From an optimization exercise on the open Yosys and OpenROAD flow, aimed at small area and a short achievable clock period; shortcuts taken in it are not production practice.
The RTL was checked by simulation tests, not by an equivalence proof against the original design.
Power and IR drop assume default switching activity.

--- flow/constraint.sdc ---
create_clock -name core_clock -period 5.0 [get_ports {clk}]
set_input_delay 1.0000 -clock core_clock [delete_from_list [all_inputs] [get_ports {clk}]]
set_output_delay 1.0000 -clock core_clock [all_outputs]
set_load 0.01 [all_outputs]
--- flow/config.mk ---
export PLATFORM = sky130hd
export DESIGN_NAME = out_port_arbiter_s
export DESIGN_NICKNAME = out_port_arbiter_s
export VERILOG_FILES = /design/flow/design.v
export SDC_FILE = /design/flow/constraint.sdc
export NUM_CORES = 4
export LEC_CHECK = 0
export CAP_MARGIN = 20
export CORE_MARGIN = 2
export CORE_UTILIZATION = 50
export PLACE_DENSITY = 0.65
export SETUP_SLACK_MARGIN = 2.5
export SLEW_MARGIN = 20
export SYNTH_HIERARCHICAL = 1
export TNS_END_PERCENT = 0
--- flow/design.v ---
module opa_s_req_rank (
    input  logic [3:0]  req,
    output logic [15:0] rank,    
    output logic [3:0]  nge
);
    logic n, e, w, p;
    assign {p, w, e, n} = req;
    assign rank[0]  = n;
    assign rank[1]  = ~n & e;
    assign rank[2]  = ~n & ~e & w;
    assign rank[3]  = ~n & ~e & ~w;
    assign rank[4]  = 1'b0;
    assign rank[5]  = n & e;
    assign rank[6]  = (n ^ e) & w;
    assign rank[7]  = (n & ~e & ~w) | (~n & e & ~w) | (~n & ~e & w);
    assign rank[8]  = 1'b0;
    assign rank[9]  = 1'b0;
    assign rank[10] = n & e & w;
    assign rank[11] = (n & e & ~w) | (n & ~e & w) | (~n & e & w);
    assign rank[12] = 1'b0;
    assign rank[13] = 1'b0;
    assign rank[14] = 1'b0;
    assign rank[15] = n & e & w;
    assign nge[0] = n | e | w | p;
    assign nge[1] = (n & (e | w | p)) | (e & (w | p)) | (w & p);
    assign nge[2] = (n & e & (w | p)) | (w & p & (n | e));
    assign nge[3] = n & e & w & p;
endmodule
module opa_s_bank_sel (
    input  logic [3:0]  prel,
    input  logic [15:0] rank,
    output logic [3:0]  sel
);
    always_comb begin
        for (int k = 0; k < 4; k++) begin
            sel[k] = 1'b0;
            for (int j = 0; j < 4; j++) begin
                if (j <= k) begin
                    sel[k] = sel[k] | (prel[j] & rank[4 * j + k]);
                end
            end
        end
    end
endmodule
module opa_s_steer_bit (
    input  logic [3:0] sel,
    input  logic [3:0] d,
    output logic       y
);
    assign y = |(sel & d);
endmodule
module opa_s_read_bit (
    input  logic [7:0] sel,
    input  logic [7:0] d,
    output logic       y
);
    assign y = |(sel & d);
endmodule
module opa_s_and_not (
    input  logic a,
    input  logic b,
    output logic y
);
    assign y = a & ~b;
endmodule
module opa_s_count_next (
    input  logic [8:1] t,
    input  logic [3:0] nge,
    input  logic       rd,
    output logic [8:1] t_next
);
    logic [4:0] eq;      
    logic [9:1] ta;      
    assign eq[0] = ~t[1];
    assign eq[1] = t[1] & ~t[2];
    assign eq[2] = t[2] & ~t[3];
    assign eq[3] = t[3] & ~t[4];
    assign eq[4] = t[4] & ~t[5];
    always_comb begin
        for (int k = 1; k <= 9; k++) begin
            ta[k] = (k <= 8) ? t[k] : 1'b0;
            for (int c = 0; c <= 4; c++) begin
                if (k - c >= 1 && k - c <= 4) begin
                    ta[k] = ta[k] | (eq[c] & nge[k - c - 1]);
                end
            end
        end
    end
    assign t_next = rd ? ta[9:2] : ta[8:1];
endmodule
module out_port_arbiter_s #(
    parameter int DEPTH = 8,
    parameter int PW    = 64
) (
    input  logic          clk,
    input  logic          reset,
    input  logic          N_req,
    input  logic [PW-1:0] N_packet,
    input  logic          E_req,
    input  logic [PW-1:0] E_packet,
    input  logic          W_req,
    input  logic [PW-1:0] W_packet,
    input  logic          PE_req,
    input  logic [PW-1:0] PE_packet,
    output logic          full_N,
    output logic          full_E,
    output logic          full_W,
    output logic          full_PE,
    output logic [PW-1:0] out_packet,
    output logic          out_wr,
    input  logic          down_full,
    output logic          err_overflow
);
    localparam int NSC = 2;         
    logic [PW-1:0] r_mem [8];
    logic [7:0]    r_free;          
    logic [7:0]    r_wr_oh;         
    logic [7:0]    r_rd_oh;         
    logic [7:0]    r_rd_sel [4];    
    logic [8:1]    r_cnt_t;         
    logic          r_err;
    logic [15:0]   w_rank;
    logic [3:0]    w_nge;           
    logic [3:0]    w_acc_ge;        
    logic [4:0]    w_nw_oh;         
    logic [3:0]    w_p_oh;          
    logic [3:0]    w_dsel [4][NSC];  
    logic [PW-1:0] w_bank [4];
    logic [7:0]    w_written;
    logic [8:1]    w_cnt_next;
    logic          w_full;
    logic          w_ne;
    logic          w_rd;
    opa_s_req_rank u_rank (
        .req  ({PE_req, W_req, E_req, N_req}),
        .rank (w_rank),
        .nge  (w_nge)
    );
    assign w_full   = r_cnt_t[5];
    assign w_ne     = r_cnt_t[1];
    opa_s_and_not u_rd     (.a(w_ne), .b(down_full), .y(w_rd));
    opa_s_and_not u_out_wr (.a(w_ne), .b(down_full), .y(out_wr));
    assign w_acc_ge = w_full ? 4'b0000 : w_nge;
    assign w_nw_oh  = {w_acc_ge[3], w_acc_ge[2] & ~w_acc_ge[3], w_acc_ge[1] & ~w_acc_ge[2],
                       w_acc_ge[0] & ~w_acc_ge[1], ~w_acc_ge[0]};
    assign w_p_oh = r_wr_oh[3:0] | r_wr_oh[7:4];
    generate
        for (genvar b = 0; b < 4; b++) begin : g_bank
            for (genvar c = 0; c < NSC; c++) begin : g_sel
                opa_s_bank_sel u_sel (
                    .prel ({w_p_oh[(b + 1) % 4], w_p_oh[(b + 2) % 4], w_p_oh[(b + 3) % 4],
                            w_p_oh[b]}),
                    .rank (w_rank),
                    .sel  (w_dsel[b][c])
                );
            end
            for (genvar i = 0; i < PW; i++) begin : g_bit
                opa_s_steer_bit u_steer (
                    .sel (w_dsel[b][i / (PW / NSC)]),
                    .d   ({PE_packet[i], W_packet[i], E_packet[i], N_packet[i]}),
                    .y   (w_bank[b][i])
                );
            end
        end
    endgenerate
    always_comb begin
        for (int s = 0; s < 8; s++) begin
            w_written[s] = (r_wr_oh[s]           & w_acc_ge[0]) |
                           (r_wr_oh[(s + 7) % 8] & w_acc_ge[1]) |
                           (r_wr_oh[(s + 6) % 8] & w_acc_ge[2]) |
                           (r_wr_oh[(s + 5) % 8] & w_acc_ge[3]);
        end
    end
    always_ff @(posedge clk) begin
        for (int s = 0; s < 8; s++) begin
            if (r_free[s]) begin
                r_mem[s] <= w_bank[s % 4];
            end
        end
    end
    opa_s_count_next u_count (
        .t      (r_cnt_t),
        .nge    (w_nge),
        .rd     (w_rd),
        .t_next (w_cnt_next)
    );
    always_ff @(posedge clk) begin
        if (!reset) begin
            r_free   <= 8'hff;
            r_wr_oh  <= 8'd1;
            r_rd_oh  <= 8'd1;
            for (int c = 0; c < 4; c++) begin
                r_rd_sel[c] <= 8'd1;
            end
            r_cnt_t  <= '0;
            r_err    <= 1'b0;
        end else begin
            r_free <= (r_free & ~w_written) | (r_rd_oh & {8{w_rd}});
            r_wr_oh <= ({8{w_nw_oh[0]}} & r_wr_oh) |
                       ({8{w_nw_oh[1]}} & {r_wr_oh[6:0], r_wr_oh[7]}) |
                       ({8{w_nw_oh[2]}} & {r_wr_oh[5:0], r_wr_oh[7:6]}) |
                       ({8{w_nw_oh[3]}} & {r_wr_oh[4:0], r_wr_oh[7:5]}) |
                       ({8{w_nw_oh[4]}} & {r_wr_oh[3:0], r_wr_oh[7:4]});
            if (w_rd) begin
                r_rd_oh <= {r_rd_oh[6:0], r_rd_oh[7]};
                for (int c = 0; c < 4; c++) begin
                    r_rd_sel[c] <= {r_rd_sel[c][6:0], r_rd_sel[c][7]};
                end
            end
            r_cnt_t <= w_cnt_next;
            if (w_full && w_nge[0]) begin
                r_err <= 1'b1;
            end
        end
    end
    generate
        for (genvar i = 0; i < PW; i++) begin : g_out
            opa_s_read_bit u_read (
                .sel (r_rd_sel[i / 16]),
                .d   ({r_mem[7][i], r_mem[6][i], r_mem[5][i], r_mem[4][i],
                       r_mem[3][i], r_mem[2][i], r_mem[1][i], r_mem[0][i]}),
                .y   (out_packet[i])
            );
        end
    endgenerate
    assign full_N       = w_full;
    assign full_E       = w_full;
    assign full_W       = w_full;
    assign full_PE      = w_full;
    assign err_overflow = r_err;
endmodule
--- flow/standard.sh ---
#!/bin/bash
# synth_recipe.tcl (not shown) runs the flow's synth.tcl, then flattens the netlist and writes it again
# the make line also repeats each setting of config.mk as NAME=value (left out here)
make -C /OpenROAD-flow-scripts/flow DESIGN_CONFIG=/design/flow/config.mk WORK_HOME=/design/flow/orfs CLKGATE_MAP_FILE= SYNTH_SCRIPT=/design/flow/synth_recipe.tcl "${@:-finish}"
--- flow/flow/run.sh ---
#!/bin/bash
# The standard ORFS layout (the standard.sh: unchanged synthesis, floorplan, power grid
# and tap cells), with these changes to how the layout is made:
#  - port buffers are the small sky130 buffer instead of the resizer's default pick (a
#    delay cell); every input and output port still gets its own buffer;
#  - clock tree synthesis uses large clock buffers, bigger sink clusters and no dummy loads;
#  - the resizer may pick any cell of the right function, not only same-footprint ones.
# Each tool's full output stays in orfs/logs/; make's output is in standard_flow.log.
set -euo pipefail
export BUFFER_PORTS_ARGS="-buffer_cell sky130_fd_sc_hd__buf_1"
export CTS_ARGS="-sink_clustering_enable -repair_clock_nets -dont_use_dummy_load -buf_list {sky130_fd_sc_hd__clkbuf_16} -root_buf sky130_fd_sc_hd__clkbuf_16 -sink_clustering_size 20 -sink_clustering_max_diameter 60"
export MATCH_CELL_FOOTPRINT=0
bash standard.sh finish "BUFFER_PORTS_ARGS=$BUFFER_PORTS_ARGS" "CTS_ARGS=$CTS_ARGS" \
    MATCH_CELL_FOOTPRINT=0 > standard_flow.log 2>&1
==> impl_results.md, run 1 <==
- RSZ-0062 raised after global routing: true
- Relative slew slack: 0.197
- Sequential Power Share: 0.568
- First-pass GRT wire length: between 100000 and 150000 um
- Worst Setup End Kind: output pin
- Final clock skew: 0.0527 ns
- Fin crit period: 2.71 ns
- Switch share: 0.299
- Final setup TNS: 0 ns
- R2R setup slack: roughly 2.3 ns
- Critical path class: reg -> out
- Die Area: about 54000 um^2
- Clock slew at reported path FFs: roughly 0.050 ns
- Share of cells above drive strength 1: 0.126
- DP HPWL: between 50000 and 60000 um
- Clock Tree Buf Depth: 3
- Mapped Avg Cell Area: ~13 um^2
- Final number of setup-violating endpoints: 0
- Max-cap violations: 0
- Psw: a little under 4 mW
- Largest net degree at the start of global routing: 52
- Number of nets in the layout: approximately 2700
- Cell Area, Synth: 26200 um^2
- Post-DR wirelength/cell: about 31 um
- Vias per cell: about 7.2
- Hold_ws: between 0.4 and 0.5 ns
- GR Overflow Total: 0
- Starting Density: 0.508
- Row Count: slightly above 80
- Worst IR drop on VDD: between 0.0002 and 0.0003 V
- Power Density: between 400 and 500 nW/um^2
- Hold Fails Final Rpt: 0
- CP Launch Type: register
- Clk sinks: ~580
- Int Pwr: between 9 and 10 mW
- Routed wire length: just under 100000 um
- Area after DPL: between 20000 and 30000 um^2
- Core ar.: 51600 um^2
- Final Util: 0.600
- Worst Path Max Fanout: 18
- Placer Congestion: 0.817
- Number of fill cells: between 4000 and 5000
- Most frequent cells in the layout: 757 x a22oi_1, 512 x edfxtp_1, 310 x buf_1
- Buffers added on ports: 332
- Initial antenna violation count: 16
- GRT Util Overall: 0.342
- Power Total: around 13 mW
- Comb pwr share: 0.199
- IO Pins: about 330
- Pre-Repair DR Iteration Count: 7
- Post-Syn Instances: about 2000
- Commonest non-fill, non-tap cell in the layout: a22oi_1
- Worst Tran Pin Value: between 1 and 1.5 ns
- 1st-iter DRT viols: 3306
- Post-route DRC: 0
- Fin. max-slew vios: 0
- Vias in the first global route: about 22000
- Worst EP required: 4.00 ns
- CTS buffer count: 42
- HP Class: reg -> reg
- Vias: about 22000
- CTS root buffer: clkbuf_16
- Synth warnings: 15
- Clock latency (worst-skew pair): 0.61 ns
- Die Y: 233 um
- Clock power frac: 0.233
- TritonCTS clock tree: built
- Post-route design area: between 30000 and 40000 um^2
- Worst EP arrival: between 1.5 and 2 ns
- Leak: ~11 nW
- Post-Syn Nets: 2275
- H-tree Lvls: 2
- Final ANT Viol Nets: 0
- Maximum clock rate: 369 MHz
- Period utilization: 0.541
- Status: no timing/DRC/antenna violations
- Die W: ~230 um
- Synth-to-layout area growth: 18.0%
[power by group through the flow]
stage,logic [mW],clock network [mW],registers [mW]
2_1_floorplan,1.31,0,7.36
3_3_place_gp,2.23,0,7.44
3_5_place_dp,2.32,0,7.50
4_1_cts,2.41,3.06,7.39
5_1_grt,2.74,3.23,7.52
6_report,2.59,3.04,7.40
[layer usage]
layer | track usage | part of all wire
met5 | 0 | 0.0014
met4 | 0.166 | 0.046
met3 | 0.0784 | 0.12
met2 | 0.550 | 0.47
met1 | 0.437 | 0.36
[critical path, cell delays in order, from the launching register on]
cell and delay (ns):
dfxtp_4 0.45, a22oi_1 0.26, nand4_1 0.22, buf_1 0.18
[final timing paths]
kind | start | to | cells after the start
min | r_rd_oh[0] | r_rd_oh[0] | 2
min reg2reg | r_rd_oh[0] | r_rd_oh[0] | 2
max | r_rd_sel[1][5] | out_packet[17] | 3
max reg2reg | r_wr_oh[0] | r_mem[5][58] | 4
[cell type report]
class,instances,area [um^2],share of cell area
sequential,577,16800,0.544
clock buffer,42,1050,0.0340
inverter,23,185,0.00598
timing repair buffer,422,2280,0.0737
multi-input combinational,1377,9730,0.314
tap,680,851,0.0275
antenna,11,27.5,0.000889
[sequential cells by signal (all words and copies together) (netlist names)]
| signal | cells |
|---|---|
| r_free | 8 |
| r_cnt_t | 8 |
| r_err | 1 |
| r_wr_oh | 8 |
| r_rd_sel | 32 |
| r_mem | 512 |
| r_rd_oh | 8 |
[what timing repair did]
action | 4_1_cts | 5_1_grt
pin swaps | 23 | 26
hold buffers | 0 | 0
endpoints found under the setup margin | 601 | 597
gates resized for setup | 177 | 9
buffers inserted | 45 | 31
cloned | 1 | 6
[metrics by stage]
stage,cells,worst slack [ns]
2_1_floorplan,2008,2.50
3_3_place_gp,2995,1.66
3_5_place_dp,2995,1.53
4_1_cts,3083,2.33
5_1_grt,3123,2.22
6_report,3132,2.29
==> inputs of run 2 (changes only) <==
--- a/flow/flow/run.sh
+++ b/flow/flow/run.sh
@@ -5,3 +5,3 @@
 #    delay cell); every input and output port still gets its own buffer;
-#  - clock tree synthesis uses large clock buffers, bigger sink clusters and no dummy loads;
+#  - clock tree synthesis uses mid-size clock buffers and no dummy loads;
 #  - the resizer may pick any cell of the right function, not only same-footprint ones.
@@ -10,3 +10,3 @@
 export BUFFER_PORTS_ARGS="-buffer_cell sky130_fd_sc_hd__buf_1"
-export CTS_ARGS="-sink_clustering_enable -repair_clock_nets -dont_use_dummy_load -buf_list {sky130_fd_sc_hd__clkbuf_16} -root_buf sky130_fd_sc_hd__clkbuf_16 -sink_clustering_size 20 -sink_clustering_max_diameter 60"
+export CTS_ARGS="-sink_clustering_enable -repair_clock_nets -dont_use_dummy_load -buf_list {sky130_fd_sc_hd__clkbuf_8} -root_buf sky130_fd_sc_hd__clkbuf_16 -sink_clustering_size 15 -sink_clustering_max_diameter 50"
 export MATCH_CELL_FOOTPRINT=0
==> run 2 against run 1 <==
Compared with the run above:
- critical endpoint is now out_packet[38]
- worst hold slack worse by 0.0018 ns
- largest cell class unchanged
- sequential share of layout area up 0.85 points
- still clean
- critical path type unchanged
- die area unchanged
- via count down 0.58%
- non-clock buffer count down 11
==> impl_results.md, run 2 <==
- Status: no timing/DRC/antenna violations
- Clock latency (worst-skew pair): between 0.5 and 0.6 ns
- Die W: around 230 um
- Vias: around 22000
- DP HPWL: approximately 51000 um
- Int Pwr: slightly below 9 mW
- TritonCTS clock tree: built
- Share of cells above drive strength 1: 0.115
- Final Util: 0.591
- Power Density: roughly 400 nW/um^2
- HP Class: reg -> reg
- Leak: between 10 and 15 nW
- Worst Tran Pin Value: about 1.2 ns
- Critical path class: reg -> out
- Final ANT Viol Nets: 0
- Vias per cell: slightly above 7
- Worst path cell trace: buf_4, a22oi_1, nand4_1, clkbuf_2
- Top reg by flops: r_mem
- Hold_ws: 0.476 ns
- # hold bufs at CTS: 0
- GRT Util Overall: 0.337
- Fin crit period: 2.75 ns
- Comb pwr share: 0.202
- Final setup TNS: 0 ns
- Commonest non-fill, non-tap cell in the layout: a22oi_1
- Post-Syn Nets: 2275
- Vias in the first global route: 21691
- Hold Fails Final Rpt: 0
- H-tree Lvls: 2
- Max reg flops: ~510
- Area after DPL: approximately 28000 um^2
- Starting Density: 0.508
- Clock Tree Buf Depth: 3
- IO Pins: 333
- Max-cap violations: 0
- Worst EP arrival: about 1.8 ns
- 1st-iter DRT viols: ~3100
- RSZ-0062 raised after global routing: true
- GR Overflow Total: 0
- Core ar.: 51600 um^2
- Cell Area, Synth: 26200 um^2
- Clk sinks: roughly 580
- Clock power frac: 0.207
- Fin. max-slew vios: 0
- First-pass GRT wire length: between 100000 and 150000 um
- Initial antenna violation count: 14
- Final number of setup-violating endpoints: 0
- Number of nets in the layout: ~2700
- CP Launch Type: register
- Mapped Avg Cell Area: roughly 13 um^2
- Post-route DRC: 0
- Sequential Power Share: 0.591
- Placer Congestion: ~0.82
- Die Area: between 50000 and 60000 um^2
- Worst path max stage delay: roughly 0.38 ns
- Die Y: around 230 um
- CP max-delay cell: dfxtp_4
- Synth-to-layout area growth: 16.2%
- CP bufs+invs: 2
- Routed wire length: roughly 96000 um
- Clock slew at reported path FFs: roughly 0.09 ns
- Post-route design area: between 30000 and 40000 um^2
- Final clock skew: between 0.04 and 0.05 ns
- Worst Setup End Kind: output pin
- Psw: 3.83 mW
- Most frequent cells in the layout: 777 x a22oi_1, 512 x edfxtp_1, 317 x buf_1
- Worst EP required: ~4.0 ns
- CTS root buffer: clkbuf_16
- Switch share: 0.306
- Synth warnings: 15
- Maximum clock rate: roughly 360 MHz
- Worst Path Max Fanout: 5
- Buffers added on ports: roughly 330
- Post-DR wirelength/cell: 30.7 um
- Biggest registers after layout: r_mem x512, r_rd_sel x32
- Period utilization: 0.549
- Relative slew slack: 0.201
- Row Count: 83
- Largest net degree at the start of global routing: 52
- CTS buffer count: 54
- Pre-Repair DR Iteration Count: 7
- Worst IR drop on VDD: between 0.0002 and 0.00025 V
- Post-Syn Instances: about 2000
- Crit-path leading delay family: flip-flops
[run 2: through the flow]
stage / instances / total power [mW] / setup slack, ns
2_1_floorplan: 2008 / 8.67 / 2.50
3_3_place_gp: 2995 / 9.67 / 1.66
3_5_place_dp: 2995 / 9.81 / 1.53
4_1_cts: 3085 / 12.3 / 2.31
5_1_grt: 3122 / 12.9 / 2.18
6_report: 3132 / 12.5 / 2.25
[run 2: power by group through the flow]
stage	clock network, mW	logic, mW	registers, mW
global placement	0	2.23	7.44
finish	2.59	2.53	7.39
CTS	2.61	2.37	7.38
floorplan	0	1.31	7.36
global route	2.77	2.68	7.50
detailed placement	0	2.32	7.50
[run 2: worst min-delay path, stage by stage, from the launching register on]
cell	delay (ns)
dfxtp_1	0.31
nand2_1	0.08
a21boi_0	0.08
[run 2: metal layers]
metal | part of all wire | wire [um] | up-vias | track usage
met5 | 0.0013 | 123 | - | 0
met4 | 0.045 | 4370 | 20 | 0.171
met3 | 0.12 | 11700 | 353 | 0.0763
met2 | 0.47 | 45500 | 1722 | 0.547
met1 | 0.36 | 34400 | 10879 | 0.426
li1 | - | - | 9371 | -
[run 2: timing repair]
item,in CTS,in global routing
pin swaps,11,19
cloned,0,4
buffers inserted,36,30
gates resized for setup,126,22
endpoints found under the setup margin,601,597
[run 2: layout make-up]
cell class	instances	area, um^2
diodes	12	30.0
clock buffers	54	800
fillers	4223	21100
inverters	23	185
multi-input cells	1375	9610
flip-flops and latches	577	16800
well taps	680	851
repair buffers	411	2170
[run 2: worst paths after layout]
check | startpoint | depth (start not counted) | slack (ns) | endpoint
max | r_rd_sel[2][2] | 4 | 2.25 | out_packet[38]
min | r_rd_oh[2] | 2 | 0.48 | r_rd_oh[3]
max reg2reg | r_wr_oh[2] | 4 | 2.33 | r_mem[2][7]
min reg2reg | r_rd_oh[2] | 2 | 0.48 | r_rd_oh[3]
==> inputs of run 3 (changes only) <==
--- a/flow/design.v
+++ b/flow/design.v
@@ -1,5 +1,4 @@
-module opa_s_req_rank (
-    input  logic [3:0]  req,
-    output logic [15:0] rank,    
-    output logic [3:0]  nge
+module opa_s_req_count (
+    input  logic [3:0] req,
+    output logic [3:0] nge
 );
@@ -7,18 +6,2 @@
     assign {p, w, e, n} = req;
-    assign rank[0]  = n;
-    assign rank[1]  = ~n & e;
-    assign rank[2]  = ~n & ~e & w;
-    assign rank[3]  = ~n & ~e & ~w;
-    assign rank[4]  = 1'b0;
-    assign rank[5]  = n & e;
-    assign rank[6]  = (n ^ e) & w;
-    assign rank[7]  = (n & ~e & ~w) | (~n & e & ~w) | (~n & ~e & w);
-    assign rank[8]  = 1'b0;
-    assign rank[9]  = 1'b0;
-    assign rank[10] = n & e & w;
-    assign rank[11] = (n & e & ~w) | (n & ~e & w) | (~n & e & w);
-    assign rank[12] = 1'b0;
-    assign rank[13] = 1'b0;
-    assign rank[14] = 1'b0;
-    assign rank[15] = n & e & w;
     assign nge[0] = n | e | w | p;
@@ -29,16 +12,15 @@
 module opa_s_bank_sel (
-    input  logic [3:0]  prel,
-    input  logic [15:0] rank,
-    output logic [3:0]  sel
-);
-    always_comb begin
-        for (int k = 0; k < 4; k++) begin
-            sel[k] = 1'b0;
-            for (int j = 0; j < 4; j++) begin
-                if (j <= k) begin
-                    sel[k] = sel[k] | (prel[j] & rank[4 * j + k]);
-                end
-            end
-        end
-    end
+    input  logic [3:0] prel,
+    input  logic [3:0] req,
+    output logic [3:0] sel
+);
+    logic n, e, w;
+    assign n = req[0];
+    assign e = req[1];
+    assign w = req[2];
+    assign sel[0] = n & prel[0];
+    assign sel[1] = e & (n ? prel[1] : prel[0]);
+    assign sel[2] = w & (n ? (e ? prel[2] : prel[1]) : (e ? prel[1] : prel[0]));
+    assign sel[3] = n ? (e ? (w ? prel[3] : prel[2]) : (w ? prel[2] : prel[1]))
+                      : (e ? (w ? prel[2] : prel[1]) : (w ? prel[1] : prel[0]));
 endmodule
@@ -113,3 +95,3 @@
 );
-    localparam int NSC = 2;         
+    localparam int NSC = 1;         
     logic [PW-1:0] r_mem [8];
@@ -121,3 +103,2 @@
     logic          r_err;
-    logic [15:0]   w_rank;
     logic [3:0]    w_nge;           
@@ -133,6 +114,5 @@
     logic          w_rd;
-    opa_s_req_rank u_rank (
-        .req  ({PE_req, W_req, E_req, N_req}),
-        .rank (w_rank),
-        .nge  (w_nge)
+    opa_s_req_count u_req_count (
+        .req ({PE_req, W_req, E_req, N_req}),
+        .nge (w_nge)
     );
@@ -152,3 +132,3 @@
                             w_p_oh[b]}),
-                    .rank (w_rank),
+                    .req  ({PE_req, W_req, E_req, N_req}),
                     .sel  (w_dsel[b][c])
==> run 3 against run 2 <==
Compared with the run above:
- still clean
- cell area decreased by 1.1%
- die area decreased by 0.40%
- via count decreased by 0.94%
- combinational power decreased by 4%
- sequential power decreased by 0.9%
- clock power about the same
- total power decreased by 1.3%
- routed wire length decreased by 0.93%
- critical path type unchanged
- critical endpoint is now out_packet[62]
- largest power group unchanged
- highest routed layer unchanged
==> impl_results.md, run 3 <==
- Worst Path Max Fanout: 18
- Top reg by flops: r_mem
- Clock slew at reported path FFs: 0.09 ns
- Worst Setup End Kind: output pin
- Top-area cell type share of the netlist area: 0.589
- Most frequent cells in the layout: 775 x a22oi_1, 512 x edfxtp_1, 317 x buf_1
- Biggest registers after layout: r_mem x512, r_rd_sel x32
- Buffers added on ports: 332
- Row Count: between 80 and 90
- Routed wire length: 95300 um
- Final number of setup-violating endpoints: 0
- H-tree Lvls: 2
- GR Overflow Total: 0
- Hold_sp: r_rd_oh[0]
- Final Util: 0.585
- Top cells by count, synth: 787 x a22oi_1, 512 x edfxtp_1, 276 x nand2_1
- Worst EP required: ~4 ns
- Reg-to-reg critical path startpoint: r_wr_oh[2]
- Synth cell types: 44
- IO Pins: between 300 and 400
- Top post-synthesis cells by area: edfxtp_1 59%, a22oi_1 23%, dfxtp_1 5.0%
- Number of nets in the layout: between 2000 and 3000
- Sequential-to-total area share from yosys stat: 0.638
- GRT Util Overall: 0.339
- Crit path from: r_rd_sel[3][3]
- Post-DR wirelength/cell: 30.8 um
- Period utilization: 0.544
- # hold bufs at CTS: 0
- 1st-iter DRT viols: ~3400
- Critical path class: reg -> out
- CP Launch Type: register
- FF/Latch Area: 16800 um^2
- Worst Tran Pin Value: approximately 1.1 ns
- Commonest non-fill, non-tap cell in the layout: a22oi_1
- Largest net degree at the start of global routing: between 60 and 70
- Die Area: approximately 54000 um^2
- Number of fill cells: ~4300
- Vias in the first global route: about 21000
- Pre-Repair DR Iteration Count: 7
- Vias per cell: roughly 7.1
- Max-cap violations: 0
- Setup slack at placement: 1.23 ns
- Final ANT Viol Nets: 0
- Post-Syn Instances: a little under 2000
- Synth warnings: 14
- Final setup TNS: 0 ns
- Initial antenna violation count: 19
- Clock Tree Buf Depth: 3
- CTS root buffer: clkbuf_16
- Most used DFF post-synth: edfxtp_1
- Vias: approximately 22000
- Final WS setup: 2.28 ns
- Mapped Avg Cell Area: about 13 um^2
- Hold Fails Final Rpt: 0
- Share of cells above drive strength 1: 0.102
- Area leader, netlist: edfxtp_1
- Worst EP arrival: about 1.7 ns
- Clock latency (worst-skew pair): around 0.59 ns
- TritonCTS clock tree: built
- Leak: 10.8 nW
- DP HPWL: between 50000 and 60000 um
- Area of the multi-input gates: ~9500 um^2
- Fin. max-slew vios: 0
- Cell Area, Synth: between 20000 and 30000 um^2
- Synth-to-layout area growth: 15.4%
- Flops & latches, synth: 577
- Fin crit period: ~2.7 ns
- First-pass GRT wire length: 134000 um
- Relative slew slack: 0.265
- CTS buffer count: 54
- Die Y: 233 um
- Top-count cell post-synth: a22oi_1
- Post-Syn Nets: between 2000 and 2500
- Status: no timing/DRC/antenna violations
- Die W: roughly 230 um
- Asr flop ratio synth: 0
- HP Class: reg -> reg
- Number of synthesized flops with an enable pin: between 500 and 600
- Placer Congestion: between 0.8 and 0.9
- Post-route DRC: 0
- RSZ-0062 raised after global routing: true
- Final clock skew: roughly 0.058 ns
- Max reg flops: 512
- Starting Density: 0.507
- Core ar.: 51500 um^2
- Maximum clock rate: roughly 370 MHz
- Power Density: 409 nW/um^2
- Worst IR drop on VDD: about 0.00022 V
- Clk sinks: between 500 and 600
run 3: worst max-delay path: stages, from the launching register on:
cell	delay, ns
dfxtp_4	0.57
a22oi_1	0.18
nand4_1	0.12
buf_1	0.26
run 3: final cells by class:
type	count	area share
sequential	577	0.558
multi-input combinational	1362	0.314
timing repair buffer	403	0.0715
tap	680	0.0282
clock buffer	54	0.0265
inverter	11	0.00137
antenna	9	0.000747
run 3: power breakdown:
part           total (mW)  internal [mW]  switching [mW]
sequential           7.32           6.75           0.569
clock                2.59           1.06            1.53
combinational        2.43          0.796            1.63
total                12.3           8.61            3.74
run 3: Yosys stat by module (local to each module, per instance):
module | times used | cell area [um^2] | cells | flip-flops and latches
out_port_arbiter_s | 1 | 18200 | 796 | 577
opa_s_count_next | 1 | 290 | 38 | 0
opa_s_bank_sel | 4 | 105 | 13 | 0
opa_s_req_count | 1 | 55.1 | 8 | 0
opa_s_read_bit | 64 | 36.3 | 5 | 0
opa_s_steer_bit | 256 | 18.8 | 3 | 0
opa_s_and_not | 2 | 13.8 | 1 | 0
run 3: path summary, 6_finish.rpt:
check | slack, ns | end | cells after the start
worst min register to register | 0.47 | r_rd_oh[0] | 2
worst max-delay path | 2.28 | out_packet[62] | 3
worst min-delay path | 0.47 | r_rd_oh[0] | 2
worst max register to register | 2.40 | r_mem[7][62] | 7
run 3: through the flow:
step | instance area (um^2) | power (mW) | instances | hold slack, ns
finish | 30200 | 12.3 | 3096 | 0.471
global route | 30100 | 12.8 | 3091 | 0.504
CTS | 29600 | 12.2 | 3050 | 0.471
detailed placement | 28700 | 9.74 | 2996 | 0.458
global placement | 28700 | 9.61 | 2995 | 0.448
floorplan | 26300 | 8.53 | 1984 | 0.430
run 3: cell families (layout without fill, tap and decap cells):
kind of cell	count (synthesis)	in the layout	share of synthesized area
buf+inv	45	468	0.00901
mux	58	58	0.0226
other cells	0	9	0
flops	577	577	0.638
compound gates	858	858	0.247
simple gates	446	446	0.0832
run 3: repair_timing:
action                     CTS  global route
setup endpoints to repair  603           492
gates resized for setup     67            55
buffers inserted             0            37
pin swaps                    0            13
run 3: routing by layer:
metal  vias to the layer above  track usage  share of wire
met5                         -            0         0.0018
met4                        26        0.127          0.029
met3                       283       0.0920           0.14
met2                      1719        0.524           0.46
met1                     10860        0.457           0.37
li1                       9246            -              -
==> inputs of run 4 (changes only) <==
--- a/flow/config.mk
+++ b/flow/config.mk
@@ -9,4 +9,4 @@
 export CORE_MARGIN = 2
-export CORE_UTILIZATION = 50
-export PLACE_DENSITY = 0.65
+export CORE_UTILIZATION = 62
+export PLACE_DENSITY = 0.72
 export SETUP_SLACK_MARGIN = 2.5
==> run 4 against run 3 <==
Compared with the run above:
- worst hold slack got worse by 0.011 ns
- clock skew decreased by 0.0068 ns
- core utilization increased by 12 points
- critical path depth unchanged
- sequential power decreased by 0.5%
- total power decreased by 1.8%
- cell count decreased by 5.3%
- still clean
- setup slack got worse by 0.0035 ns
- critical path type unchanged
- global-route usage increased by 7.1 points
- area after synthesis unchanged
- clock-buffer cell count decreased by 5
- cell area decreased by 2.2%
==> impl_results.md, run 4 <==
- Status: no timing/DRC/antenna violations
- Number of nets in the layout: between 2000 and 3000
- Die Y: 209 um
- Top-count cell post-synth: a22oi_1
- Row Count: between 70 and 80
- Hold_sp: r_rd_oh[0]
- Synth warnings: 14
- Fin crit period: around 2.7 ns
- Clock slew at reported path FFs: ~0.10 ns
- Post-DR wirelength/cell: 31.3 um
- Most used DFF post-synth: edfxtp_1
- CP max-delay cell: dfxtp_4
- Fin. max-slew vios: 0
- Worst Setup End Kind: output pin
- Starting Density: 0.625
- Vias: between 20000 and 25000
- Worst Path Max Fanout: 18
- Relative slew slack: 0.333
- Top reg by flops: r_mem
- Period utilization: 0.545
- 1st-iter DRT viols: around 3600
- Clk sinks: a little under 600
- Initial antenna violation count: 16
- TritonCTS clock tree: built
- Critical path class: reg -> out
- Worst path max stage delay: roughly 0.45 ns
- Worst EP required: about 4.0 ns
- Number of synthesized flops with an enable pin: 512
- Cells on worst reg2reg path: 7
- Maximum clock rate: 367 MHz
- Top post-synthesis cells by area: edfxtp_1 59%, a22oi_1 23%, dfxtp_1 5.0%
- DP HPWL: about 50000 um
- Placer Congestion: ~0.87
- Worst Tran Pin Value: 1.00 ns
- Routed wire length: 91900 um
- Vias in the first global route: between 20000 and 25000
- Hold Fails Final Rpt: 0
- Final clock skew: just over 0.05 ns
- Clock Tree Buf Depth: 3
- IO Pins: between 300 and 400
- Final ANT Viol Nets: 0
- Final Util: 0.706
- Worst IR drop on VDD: 0.000269 V
- Biggest registers after layout: r_mem x512, r_rd_sel x32
- Core ar.: 41800 um^2
- Largest net degree at the start of global routing: 65
- HP Class: reg -> reg
- Final number of setup-violating endpoints: 0
- Post-Syn Instances: between 1500 and 2000
- Most frequent cells in the layout: 785 x a22oi_1, 512 x edfxtp_1, 327 x buf_1
- Hold EP: r_rd_oh[0]
- Hold path cells: 2
- Hold_ws: around 0.46 ns
- Placed Instances: 2862
- Worst path cell trace: a22oi_1, nand4_1, buf_1
- Worst R2R End: r_mem[5][2]
- Top-area cell type share of the netlist area: 0.589
- Power Density: around 400 nW/um^2
- H-tree Lvls: 2
- # hold bufs at CTS: 0
- GRT Util Overall: 0.410
- CTS buffer count: 49
- Vias per cell: about 7.5
- Flops & latches, synth: approximately 580
- First-pass GRT wire length: roughly 130000 um
- Leak: between 10 and 15 nW
- Pre-Repair DR Iteration Count: 8
- Buffers added on ports: between 300 and 400
- Synth-to-layout area growth: 12.9%
- Top cells by count, synth: 787 x a22oi_1, 512 x edfxtp_1, 276 x nand2_1
- Area leader, netlist: edfxtp_1
- Worst EP arrival: roughly 1.7 ns
- Max reg flops: between 500 and 600
- CP bufs+invs: 1
- Synth cell types: between 40 and 50
- Clock latency (worst-skew pair): ~0.59 ns
- R2R setup slack: around 2.4 ns
- Sequential-to-total area share from yosys stat: 0.638
- Asr flop ratio synth: 0
- Die Area: 43800 um^2
- Die W: around 210 um
- CP Launch Type: register
- Cell Area, Synth: about 26000 um^2
- RSZ-0062 raised after global routing: true
- Share of cells above drive strength 1: 0.0834
- Post-route DRC: 0
- Final setup TNS: 0 ns
- GR Overflow Total: 0
- Max-cap violations: 0
- Post-Syn Nets: 2247
- Mapped Avg Cell Area: between 10 and 15 um^2
- Power Total: approximately 12 mW
- Crit-path leading delay family: flip-flops
- CTS root buffer: clkbuf_16
- Reg-to-reg critical path startpoint: r_wr_oh[5]
- Post-Layout Cell Count: 2933
- Commonest non-fill, non-tap cell in the layout: a22oi_1
## run 4: cell counts after synthesis
No cell type changed its count.
## run 4: power by group
group	internal (mW)	total (mW)	switching [mW]	leakage (nW)
combinational	0.747	2.39	1.65	4.11
sequential	6.75	7.28	0.530	6.15
clock	0.972	2.45	1.47	0.378
## run 4: kinds of logic (layout without fill, tap and decap cells)
group	Yosys count	after routing	synth area share
compound gates	858	858	0.247
flops	577	577	0.638
simple gates	446	446	0.0832
mux	58	58	0.0226
buf+inv	45	447	0.00901
other cells	0	8	0
## run 4: through the flow
stage | setup WS (ns) | cell area [um^2]
2_1_floorplan | 2.45 | 26300
3_3_place_gp | 1.67 | 28400
3_5_place_dp | 1.57 | 28400
4_1_cts | 2.22 | 29300
5_1_grt | 2.27 | 29500
6_report | 2.28 | 29500
## run 4: how the worst max path moves through the flow
stage	cells after the start	slack, ns	end	from
CTS	3	2.22	out_packet[33]	r_rd_sel[2][1]
global route	4	2.27	out_packet[4]	r_rd_sel[0][3]
detailed placement	8	1.57	r_cnt_t[6]	N_req
finish	3	2.28	out_packet[33]	r_rd_sel[2][5]
floorplan	5	2.45	r_mem[0][0]	W_req
global placement	8	1.67	r_cnt_t[6]	N_req
## run 4: Yosys stat by module, one instance, submodules excluded
module              flip-flops and latches  copies in the design
opa_s_and_not                            0                     2
opa_s_bank_sel                           0                     4
opa_s_count_next                         0                     1
opa_s_read_bit                           0                    64
opa_s_req_count                          0                     1
opa_s_steer_bit                          0                   256
out_port_arbiter_s                     577                     1
## run 4: repair_timing
| action | 4_1_cts | 5_1_grt |
|---|---|---|
| setup buffers | 0 | 13 |
| resized for setup | 57 | 18 |
| pin swaps | 0 | 3 |
| setup endpoints to repair | 536 | 602 |
## run 4: layout make-up
| class | count | area [um^2] |
|---|---|---|
| fill | 2974 | 12300 |
| multi-input combinational | 1362 | 9390 |
| timing repair buffer | 387 | 1810 |
| antenna | 8 | 20.0 |
| clock buffer | 49 | 731 |
| inverter | 11 | 41.3 |
| tap | 539 | 674 |
| sequential | 577 | 16800 |
## run 4: worst register-to-register path: cells and delay by family, from the launching register on
family                 cells  cell delay (ns)
AOI/OAI and AO/OA          1             0.27
buffers and inverters      1             0.29
DFF                        1             0.44
muxes                      2             0.41
and+or+nand+nor            3             0.92
## run 4: routing by layer
| layer | GRT usage | wire length, um |
|---|---|---|
| met2 | 0.651 | 42900 |
| met4 | 0.183 | 4180 |
| met3 | 0.119 | 13400 |
| met5 | 0 | 111 |
| met1 | 0.527 | 31300 |

[re-timing with driven ports]
How much do the figures lean on ideal ports? The routed layouts below were timed once more, with nothing changed but the port constraints. Step 1 assumes that a clkbuf_16 drives the clock port and a buf_2 every other input. Step 2 times the ports against the registers' clock, not the clock port: input delays grow and output delays shrink by t, the midpoint of the rising clock arrivals with the driver on. Three values: no drivers, after step 1, after step 2; two values: the first two.
run	t, ns	slack for setup (ns)	cell pins on the clock port's net
run 1	0.642	2.293 / 2.233 / 1.666	1
run 2	0.625	2.254 / 2.195 / 1.735	1
run 3	0.617	2.280 / 2.220 / 1.721	1
run 4	0.622	2.276 / 2.219 / 1.673	1
After both steps every run listed still meets setup and hold. The setup slack of run 1, which loses most, moves by -0.060 ns with the drivers and by -0.627 ns with both steps.
